Context: an optimization exercise on an open-source flow, tuned for small area, a short achievable clock period and few clock cycles per item. The choices shown serve that exercise and are no tape-out recipe. RTL that was checked went through simulation tests only; none was proved equivalent to the original.

## pipelined_floating_point_multiplier
module pipelined_floating_point_multiplier #(
  parameter int unsigned EXPONENT_WIDTH   = 8,
  parameter int unsigned MANTISSA_WIDTH   = 23,
  parameter int unsigned ROUND_TO_NEAREST = 1
) (
  input  logic        clk,
  input  logic        rst,
  input  logic        in_valid,
  output logic        in_ready,
  input  logic [31:0] a,
  input  logic [31:0] b,
  output logic        out_valid,
  input  logic        out_ready,
  output logic [31:0] out,
  output logic        underflow_flag,
  output logic        overflow_flag,
  output logic        invalid_operation_flag
);
Size: roughly 23,000 um^2 of cells after synthesis.
clock: 9.0 ns
lec_check: 0
cap_margin: 20
core_margin: 2
core_utilization: 40
setup_slack_margin: 4.8
slew_margin: 20
synth_hierarchical: 1
standard.sh (not shown) runs the stock make flow with config.mk's settings and CLKGATE_MAP_FILE= SYNTH_SCRIPT=/design/flow/synth_recipe.tcl, a recipe that flattens the netlist after the stock synthesis.
==> flow/flow/run.sh <==
#!/bin/bash
# Standard layout, with the port buffers as buf_2 cells instead of the
# default choice. Each tool's output goes to a log file in this folder.
set -e

export BUFFER_PORTS_ARGS="-buffer_cell sky130_fd_sc_hd__buf_2"
bash standard.sh > standard.log 2>&1
Rerun with:
--- a/flow/design.v
+++ b/flow/design.v
@@ -60,15 +60,15 @@
       r0_es   <= {1'b0, a_e} + {1'b0, b_e};
       r0_ma   <= a_m;
       r0_bone <= c_bone;
       r0_btwo <= c_btwo;
       r0_bneg <= c_bneg;
     end
   end
-  logic [47:17] ps, pc;
+  logic [47:15] ps, pc;
   logic         pcin;
   fpm_sigmul u_mul (.x(r0_ma), .bone(r0_bone), .btwo(r0_btwo), .bneg(r0_bneg),
                     .s(ps), .c(pc), .cin(pcin));
   logic [22:0] ym;
   always_comb begin
     for (int k = 0; k < 12; k++) begin
       if (2*k+1 <= 22) ym[2*k+1] = r0_bneg[k];
@@ -111,15 +111,15 @@
       c_inf = 1'b1;
     end else if (r0_a_ez || r0_b_ez) begin
       c_zero = 1'b1;
     end
   end
   logic        r1_s, r1_nan, r1_inf, r1_zero, r1_inv;
   logic [8:0]  r1_es;
-  logic [47:17] r1_ps, r1_pc;
+  logic [47:15] r1_ps, r1_pc;
   logic         r1_cin;
   logic        r1_st0, r1_st1;
   logic        r1_v;
   always_ff @(posedge clk or posedge rst) begin
     if (rst)     r1_v <= 1'b0;
     else if (en) r1_v <= r0_v;
   end
@@ -134,16 +134,16 @@
       r1_ps   <= ps;
       r1_pc   <= pc;
       r1_cin  <= pcin;
       r1_st0  <= !z22;              
       r1_st1  <= !z23;              
     end
   end
-  logic [47:17] r1_p;
-  assign r1_p = r1_ps + r1_pc + 31'(r1_cin);
+  logic [47:15] r1_p;
+  assign r1_p = r1_ps + r1_pc + 33'(r1_cin);
   logic        hi;
   logic [22:0] man_h, man_l;
   logic        rnd_h, rnd_l;
   logic [23:0] mr_h, mr_l;
   logic [22:0] man_r;
   logic        cy;
   logic        uf, of;
@@ -223,15 +223,15 @@
   output logic rdy
 );
   assign rdy = !(v && !ordy);
 endmodule
 module fpm_sigmul (
   input  logic [22:0] x,
   input  logic [11:0] bone, btwo, bneg,
-  output logic [47:17] s, c,
+  output logic [47:15] s, c,
   output logic cin
 );
   logic [23:0] xx;
   assign xx = {1'b1, x};
   logic [24:0] pp0;
   logic [24:0] pp1;
   logic [24:0] pp2;
@@ -847,21 +847,21 @@
   wire s587, c588;
   fpm_fa u_s587 (.a(pp11[23]), .b(s497), .ci(c496), .s(s587), .co(c588));
   wire s589, c590;
   fpm_fa u_s589 (.a(s499), .b(pp11[24]), .ci(c498), .s(s589), .co(c590));
   wire s591, c592;
   fpm_fa u_s591 (.a(1'b1), .b(c500), .ci(~bneg[11]), .s(s591), .co(c592));
   logic [47:0] r0, r1;
-  logic [17:0] lsum;
+  logic [15:0] lsum;
   assign r0 = {c590, c588, c586, c584, c582, c580, c578, c576, c574, c572, c570, c568, c566, c564, c562, c560, c558, c556, c554, c552, c550, c548, c546, c544, c542, c540, c538, c536, c534, c532, c530, c528, c526, c524, c522, c520, c518, c516, c514, c512, c510, c508, c506, c504, c502, s501, pp0[1], bneg[0]};
   assign r1 = {s591, s589, s587, s585, s583, s581, s579, s577, s575, s573, s571, s569, s567, s565, s563, s561, s559, s557, s555, s553, s551, s549, s547, s545, s543, s541, s539, s537, s535, s533, s531, s529, s527, s525, s523, s521, s519, s517, s515, s513, s511, s509, s507, s505, s503, pp1[0], 1'b0, pp0[0]};
-  assign lsum = {1'b0, r0[16:0]} + {1'b0, r1[16:0]};
-  assign cin = lsum[17];
-  assign s = r0[47:17];
-  assign c = r1[47:17];
+  assign lsum = {1'b0, r0[14:0]} + {1'b0, r1[14:0]};
+  assign cin = lsum[15];
+  assign s = r0[47:15];
+  assign c = r1[47:15];
 endmodule
 module fpm_fa (
   input  logic a, b, ci,
   output logic s, co
 );
   assign s  = a ^ b ^ ci;
   assign co = (a & b) | (a & ci) | (b & ci);
The changed run passed the timing, design-rule and antenna checks.
Design area is lower by 1.1%.
Non-clock buffer count fell by 57.
Die area rose by 2.5%.
Critical path depth falls by 5.
Synthesized area rose by 2.5%.
Sequential share of layout area goes up by 0.74 points.
Testbench counts after the change, summed over its fixed seeds: cycles 12,024, items 12,000.
The RTL of the first run of this note was laid out without a check of its function.

========
== job 6011 ==
pipelined_floating_point_multiplier, a different RTL version from the one above (not shown whole).
Size in the first run: ~200 flip-flops, about 110 I/O pins.
clock: 9.0 ns
lec_check: 0
cap_margin: 20
core_margin: 2
core_utilization: 40
setup_slack_margin: 4.95
slew_margin: 20
synth_hierarchical: 1
==> flow/flow/run.sh <==
#!/bin/bash
# Standard layout, with the port buffers as buf_1 cells instead of the
# default choice. Each tool's output goes to a log file in this folder.
set -e

export BUFFER_PORTS_ARGS="-buffer_cell sky130_fd_sc_hd__buf_1"
bash standard.sh > standard.log 2>&1
Testbench counts of job 6011, summed over its fixed seeds: cycles 12,024, items 12,000.
Input changes introduced in job 2175 (baseline for comparison: job 6011):
--- a/flow/design.v
+++ b/flow/design.v
@@ -173,52 +173,53 @@
     cy_l  = rnd_l && r1_p[23] && ones[22];        
     cy    = hi ? cy_h : cy_l;
     uf    = hi ? uf1 : uf0;
     of    = hi ? (of1 || (m1 && cy_h)) : (of0 || (m0 && cy_l));
     e_p1  = r1_es[7:0] + 8'd130;
     e_p2  = r1_es[7:0] + 8'd131;
     e_out = (hi && cy) ? e_p2 : (hi || cy) ? e_p1 : e_0;
   end
-  logic k_nan, k_inf, k_zero, uf_d, of_d, inv_d;
+  logic [31:0] o_d;
+  logic        uf_d, of_d, inv_d;
   always_comb begin
-    k_nan = r1_nan;
-    uf_d  = !r1_nan && !r1_inf && !r1_zero && uf;
-    of_d  = !r1_nan && !r1_inf && !r1_zero && !uf && of;
-    inv_d = r1_nan && r1_inv;
-    k_inf = !r1_nan && (r1_inf || of_d);
-    k_zero = !r1_nan && !r1_inf && (r1_zero || uf_d);
+    o_d   = {r1_s, e_out, man_r};
+    uf_d  = 1'b0;
+    of_d  = 1'b0;
+    inv_d = 1'b0;
+    if (r1_nan) begin
+      o_d   = 32'hFFC00000;
+      inv_d = r1_inv;
+    end else if (r1_inf) begin
+      o_d = {r1_s, 8'hFF, 23'd0};
+    end else if (r1_zero) begin
+      o_d = {r1_s, 31'd0};
+    end else if (uf) begin
+      o_d  = {r1_s, 31'd0};
+      uf_d = 1'b1;
+    end else if (of) begin
+      o_d  = {r1_s, 8'hFF, 23'd0};
+      of_d = 1'b1;
+    end
   end
-  logic        r2_s;
-  logic [7:0]  r2_e;
-  logic [22:0] r2_m;
-  logic        r2_nan, r2_inf, r2_zero, r2_uf, r2_of, r2_inv;
+  logic [31:0] r2_o;
+  logic        r2_uf, r2_of, r2_inv;
   always_ff @(posedge clk or posedge rst) begin
     if (rst)     r2_v <= 1'b0;
     else if (en) r2_v <= r1_v;
   end
   always_ff @(posedge clk) begin
     if (en) begin
-      r2_s    <= r1_s;
-      r2_e    <= e_out;
-      r2_m    <= man_r;
-      r2_nan  <= k_nan;
-      r2_inf  <= k_inf;
-      r2_zero <= k_zero;
-      r2_uf   <= uf_d;
-      r2_of   <= of_d;
-      r2_inv  <= inv_d;
+      r2_o   <= o_d;
+      r2_uf  <= uf_d;
+      r2_of  <= of_d;
+      r2_inv <= inv_d;
     end
   end
-  always_comb begin
-    if (r2_nan)       out = 32'hFFC00000;
-    else if (r2_inf)  out = {r2_s, 8'hFF, 23'd0};
-    else if (r2_zero) out = {r2_s, 31'd0};
-    else              out = {r2_s, r2_e, r2_m};
-  end
+  assign out                    = r2_o;
   assign underflow_flag         = r2_uf;
   assign overflow_flag          = r2_of;
   assign invalid_operation_flag = r2_inv;
   assign out_valid = r2_v;
 endmodule
 module fpm_rdy (
   input  logic v,
   input  logic ordy,
Results
Multi-input logic portion of the cell area: job 2175 and job 6011 compared, lower one is job 6011. For portion of netlist area occupied by mux cells, job 2175 and job 6011 come out practically identical. The final core utilization in job 2175 sits 0.38 points above the value recorded for job 6011. Going from job 6011 to job 2175, worst clock skew shrinks by 7.1 ps. Sort job 2175 and job 6011 by count of clock-buffer cells in the layout, descending, and job 2175 comes first. In job 2175, shortest period the worst path allows is higher than in job 6011. Routability-driven placement congestion ratio was lower in the run labelled job 2175. [diff] cell area, job 2175 relative to job 6011: regression. Number of non-clock inverters in the layout: job 2175 < job 6011. | simple-gate portion of the synthesized area | job 2175 vs job 6011 | 0.56 points lower |. Compared with job 6011, job 2175 shows non-clock buffer count that has gone up by a few percent.
For job 2175, only the layout was checked, not whether the RTL still works.

========
Setup of before:
Another version of the RTL of pipelined_floating_point_multiplier (not shown whole).
For scale: about 2100 cells after synthesis, ~110 I/O pins.
clock: 9.0 ns
lec_check: 0
cap_margin: 20
core_margin: 2
core_utilization: 40
setup_slack_margin: 4.95
slew_margin: 20
synth_hierarchical: 1
Scripts as last shown in full above: flow/flow/run.sh
--- input diff before..after ---
--- a/flow/design.v
+++ b/flow/design.v
@@ -134,58 +134,53 @@
       r1_ps   <= ps;
       r1_pc   <= pc;
       r1_cin  <= pcin;
       r1_st0  <= !z22;              
       r1_st1  <= !z23;              
     end
   end
   logic [47:15] r1_p;
   assign r1_p = r1_ps + r1_pc + 33'(r1_cin);
   logic        hi;
-  logic        rnd_h, rnd_l, d1, ci1, q23, cy_h, cy_l;
-  logic [23:0] ones;
-  logic [46:24] q;
+  logic [22:0] man_h, man_l;
+  logic        rnd_h, rnd_l;
+  logic [23:0] mr_h, mr_l;
   logic [22:0] man_r;
   logic        cy;
   logic        uf, of;
-  logic [7:0]  e_out;
-  logic        ei0, eci;
+  logic [7:0]  e_p1, e_p2, e_out;
   logic [7:0]  e_0;
   logic        uf0, uf1, of0, of1, m0, m1;
   always_comb begin
     e_0 = r1_es[7:0] + 8'd129;       
     uf0 = r1_es < 9'd128;            
     uf1 = r1_es < 9'd127;            
     of0 = r1_es >= 9'd382;           
     of1 = r1_es >= 9'd381;           
     m0  = r1_es == 9'd381;           
     m1  = r1_es == 9'd380;           
   end
   always_comb begin
     hi    = r1_p[47];
-    rnd_h = r1_p[23] && (r1_st1 || r1_p[24]);
-    rnd_l = r1_p[22] && (r1_st0 || r1_p[23]);
-    for (int k = 0; k < 24; k++) ones[k] = &(r1_p[46:24] | ~(23'h7FFFFF >> (23 - k)));
-    d1    = !hi && rnd_l;                         
-    ci1   = (hi && rnd_h) || (d1 && r1_p[23]);    
-    q23   = r1_p[23] ^ d1;
-    for (int i = 0; i < 23; i++) q[24+i] = r1_p[24+i] ^ (ci1 && ones[i]);
-    man_r = hi ? q[46:24] : {q[45:24], q23};
-    cy_h  = rnd_h && ones[23];                    
-    cy_l  = rnd_l && r1_p[23] && ones[22];        
-    cy    = hi ? cy_h : cy_l;
+    man_h = r1_p[46:24];
+    man_l = r1_p[45:23];
+    rnd_h = r1_p[23] && (r1_st1 || man_h[0]);
+    rnd_l = r1_p[22] && (r1_st0 || man_l[0]);
+    mr_h  = {1'b0, man_h} + 24'(rnd_h);
+    mr_l  = {1'b0, man_l} + 24'(rnd_l);
+    man_r = hi ? mr_h[22:0] : mr_l[22:0];
+    cy    = hi ? mr_h[23] : mr_l[23];
     uf    = hi ? uf1 : uf0;
-    of    = hi ? (of1 || (m1 && cy_h)) : (of0 || (m0 && cy_l));
-    ei0   = hi ^ cy;
-    eci   = (hi && cy) || (ei0 && e_0[0]);
-    e_out[0] = e_0[0] ^ ei0;
-    for (int i = 1; i < 8; i++) e_out[i] = e_0[i] ^ (eci && &(e_0[7:1] | ~(7'h7F >> (8 - i))));
+    of    = hi ? (of1 || (m1 && mr_h[23])) : (of0 || (m0 && mr_l[23]));
+    e_p1  = r1_es[7:0] + 8'd130;
+    e_p2  = r1_es[7:0] + 8'd131;
+    e_out = (hi && cy) ? e_p2 : (hi || cy) ? e_p1 : e_0;
   end
   logic [31:0] o_d;
   logic        uf_d, of_d, inv_d;
   always_comb begin
     o_d   = {r1_s, e_out, man_r};
     uf_d  = 1'b0;
     of_d  = 1'b0;
     inv_d = 1'b0;
     if (r1_nan) begin
       o_d   = 32'hFFC00000;
Results
after | status: complete | timing, DRC, antenna: pass
[after vs before] fill cell total of the finished layout: higher in after
Going from before to after, total wirelength of the detailed-routed design saw a decrease; design area saw a decrease; share of the final layout cell area in multi-input gates saw an increase; placed instance count saw an increase; number of non-filler instances in the completed layout saw little to no change.
Summary: with before as the reference, total met3 wirelength after detailed routing in after moved up slightly.
Compared with before, in after number of stages on the worst setup path shrank by 13; detailed-placement wirelength estimate grew by about 4%; ratio of routed vias to standard cells held steady; first-pass GRT wire length shrank by about 0.7%.
Testbench counts of after, summed over its fixed seeds: cycles 12,024, items 12,000.
The RTL of before was laid out without a check of its function.

-- re-timing with driven ports --
Ports are ideal in the flow. The routed layouts listed here were re-timed in OpenROAD. Step 1: set_driving_cell puts a clkbuf_16 on clk and a buf_2 on each other input, an assumption about the parent block. Step 2 adds t to the input delays and takes it off the output delays; t is the mean of the earliest and latest rising clock arrival at the registers after step 1. Input paths then give back, and output paths get back, about the clock's delay inside the block. Three values: ideal ports, drivers, drivers and shift; two values: the first two.
run | t (ns) | slack for setup (ns) | hold WS [ns] | clock arrival spread, ns
the first run of note 1 | 0.559 | 4.832 / 4.832 / 4.832 | 0.426 / 0.426 / 0.426 | 0.026 / 0.026
the second run of note 1 | 0.568 | 4.861 / 4.861 / 4.861 | 0.427 / 0.427 / 0.427 | 0.021 / 0.021
job 6011 | 0.549 | 5.053 / 5.034 / 5.034 | 0.426 / 0.426 / 0.426 | 0.024 / 0.024
job 2175 | 0.537 | 5.022 / 5.022 / 5.022 | 0.421 / 0.421 / 0.421 | 0.016 / 0.016
before | 0.548 | 4.655 / 4.655 / 4.655 | 0.421 / 0.421 / 0.421 | 0.023 / 0.024
after | 0.569 | 5.063 / 5.041 / 5.041 | 0.427 / 0.427 / 0.427 | 0.023 / 0.023
After both steps setup and hold are still met in every run listed. The setup slack of after, which loses most, moves by -0.022 ns with the drivers and by -0.022 ns with both steps.
